What follows belongs to an exercise in optimizing a design on an open flow for small area and a short achievable clock period; a production flow would make more cautious choices.
In this exercise RTL edits were held to simulation tests only and were not proved equivalent to the original.
No activity file was given, so power comes from the tool's default toggle rates.

== JK ==
## logo_key
module logo_key (
  input  logic                      Pclk_Rx,
  input  logic                      reset_n,
  input  logic [2*10-1:0] rx_data,     
  input  logic [2:0]                rx_hvf,      
  input  logic                      reg_wr,
  input  logic [4-1:0] reg_addr,
  input  logic [16-1:0]      reg_data,
  input  logic                      mem_valid,
  input  logic [3*8-1:0]   mem_pixel,   
  output logic [2*10-1:0] tx_data,     
  output logic [2:0]                tx_hvf,      
  output logic                      fetch_req,
  output logic                      fetch_restart
);
Size in the first run: about 2800 flip-flops, ~96 I/O pins, roughly 100000 um^2 of cells after synthesis.
==> flow/config.mk <==
export PLATFORM = sky130hd
export DESIGN_NAME = logo_key
export DESIGN_NICKNAME = logo_key
export VERILOG_FILES = /design/flow/design.v
export SDC_FILE = /design/flow/constraint.sdc
export NUM_CORES = 4
export LEC_CHECK = 0
export CAP_MARGIN = 20
export CORE_MARGIN = 2
export CORE_UTILIZATION = 50
export CTS_CLUSTER_DIAMETER = 80
export CTS_CLUSTER_SIZE = 22
export SETUP_SLACK_MARGIN = 5
export SLEW_MARGIN = 20
==> flow/constraint.sdc <==
create_clock -name core_clock -period 8.0 [get_ports {Pclk_Rx}]
set_input_delay 1.6000 -clock core_clock [delete_from_list [all_inputs] [get_ports {Pclk_Rx}]]
set_output_delay 1.6000 -clock core_clock [all_outputs]
set_load 0.01 [all_outputs]
run.sh (not shown) runs the stock make flow with config.mk's settings and CLKGATE_MAP_FILE= SYNTH_SCRIPT=/design/flow/synth_recipe.tcl, a recipe that flattens the netlist after the stock synthesis.
JK completed; timing, DRC and antenna clean
The following lists how MS was set up differently from JK:
Settings: swapping 50 for 40 in CORE_UTILIZATION; putting ABC_AREA at 1 where nothing was set.
==> comparison <==
Between JK and MS, post-route fraction of the period consumed by the critical path is higher for MS, JK comes in under that. Sort JK and MS by net switching power of the design asc -> top: JK. The higher proportion of power drawn by flip-flops and latches of JK and MS is in JK. Per the comparison of MS with JK, placed standard-cell area now sits higher, total die area now sits higher, final wirelength now sits higher, shortest clock period the worst path allows after layout now sits higher. MS | status: complete | timing, DRC, antenna: pass. Re sequential share of layout area: JK was higher than MS.
Edits applied to the flow inputs when going from MS to AL:
Settings: swapping 5 for 4.9 in SETUP_SLACK_MARGIN; clearing ABC_AREA, which used to be 1; clearing CTS_CLUSTER_DIAMETER, which used to be 80; clearing CTS_CLUSTER_SIZE, which used to be 22.
Results
AL finished every step from synthesis to the final layout, and the layout passed the timing, DRC and antenna checks.
Power: AL draws more than MS
AL ended up with u_logo_buffer.rd_lo[19] as its first element of the critical path; MS ended up with u_logo_buffer.nxt_sel[88].
Final cell count, MS and AL: larger value in MS
The net count after synthesis of AL is lower than that of MS.
Going from MS to AL, number of non-clock buffers in the layout grew by a little under 10%.
AL vs MS on pin slew with the least headroom to its limit: AL is the higher one.
Diff MS and AL: cell area after technology mapping higher in MS
[inputs] TR vs AL
Settings: an added CTS_CLUSTER_SIZE of 22; a change of SETUP_SLACK_MARGIN from 4.9 to 5; an added CTS_CLUSTER_DIAMETER of 80.
- TR finished every stage and its layout cleared the timing, DRC and antenna checks.
- In TR relative to AL, wire length had gone down slightly.
- Between TR and AL, the final estimated routing congestion in global placement is higher for AL.
- Total power consumption of the routed design: TR and AL compared, higher one is AL
- Largest net degree at the start of global routing: TR vs AL up 1.6%
- Per the comparison of TR with AL, maximum cell stage delay along the critical path lower; final area -3.7%; static power due to leakage moved down; final critical-path share of the clock period lower.
> inputs changed (TR -> PW)
Settings: CTS_CLUSTER_DIAMETER no longer set, was 80; CTS_CLUSTER_SIZE no longer set, was 22.
### Flow results
- Diff TR -> PW: clock-pin slew of the registers on the worst-case setup and hold paths saw a decrease, minimum clock period saw an increase.
- The clock power number comes out lower for TR vs PW.
- Changes observed in PW relative to TR: first-iteration DRC count shows a reduction of 4.6%; overall power shows an increase of about 16%.

---

Starting RTL as in the previous note.
Settings: LEC_CHECK=0, CAP_MARGIN=0, CORE_MARGIN=2, CORE_UTILIZATION=40, CTS_CLUSTER_DIAMETER=80, CTS_CLUSTER_SIZE=22, SETUP_SLACK_MARGIN=5, SLEW_MARGIN=0; clock period 8.0 ns.
Then changed:
- CAP_MARGIN: 0 -> 20
- CTS_CLUSTER_DIAMETER: 80 -> 90
- CTS_CLUSTER_SIZE: 22 -> 26
- SLEW_MARGIN: 0 -> 20
Effect: Cell area drops by 0.38%; maximum frequency rose by 0.39%; sequential share of layout area came out higher by 0.27 points; power went down by 2.1%; worst hold slack barely changes; non-clock buffer count rose by 7; routed wire length is about the same.

==> re-timing with driven ports <==
The results above use ideal ports. As a check the final layouts listed here were re-extracted and re-timed, cells and wires unchanged. Step 1 assumes that a clkbuf_16 drives the clock port and a buf_2 every other input. Step 2 adds t to the input delays and takes it off the output delays; t is the mean of the earliest and latest rising clock arrival at the registers after step 1. Input paths then give back, and output paths get back, about the clock's delay inside the block. a / b / c = ideal / step 1 / step 2; a / b = the first two.
| run | t, ns | setup WS [ns] | worst setup path at the end |
|---|---|---|---|
| JK | 0.934 | 4.986 / 4.945 / 4.126 | input to register |
| MS | 0.958 | 4.947 / 4.910 / 4.133 | input to register |
| AL | 1.034 | 4.913 / 4.849 / 3.968 | input to register |
| TR | 0.937 | 5.022 / 4.921 / 4.174 | input to register |
| PW | 1.036 | 4.952 / 4.851 / 4.063 | input to register |
| the first run of note 2 | 0.935 | 5.027 / 4.925 / 4.184 | input to register |
| the second run of note 2 | 0.921 | 5.038 / 4.948 / 4.190 | input to register |
After both steps setup and hold are still met in every run listed. The setup slack of AL, which loses most, moves by -0.064 ns with the drivers and by -0.945 ns with both steps.
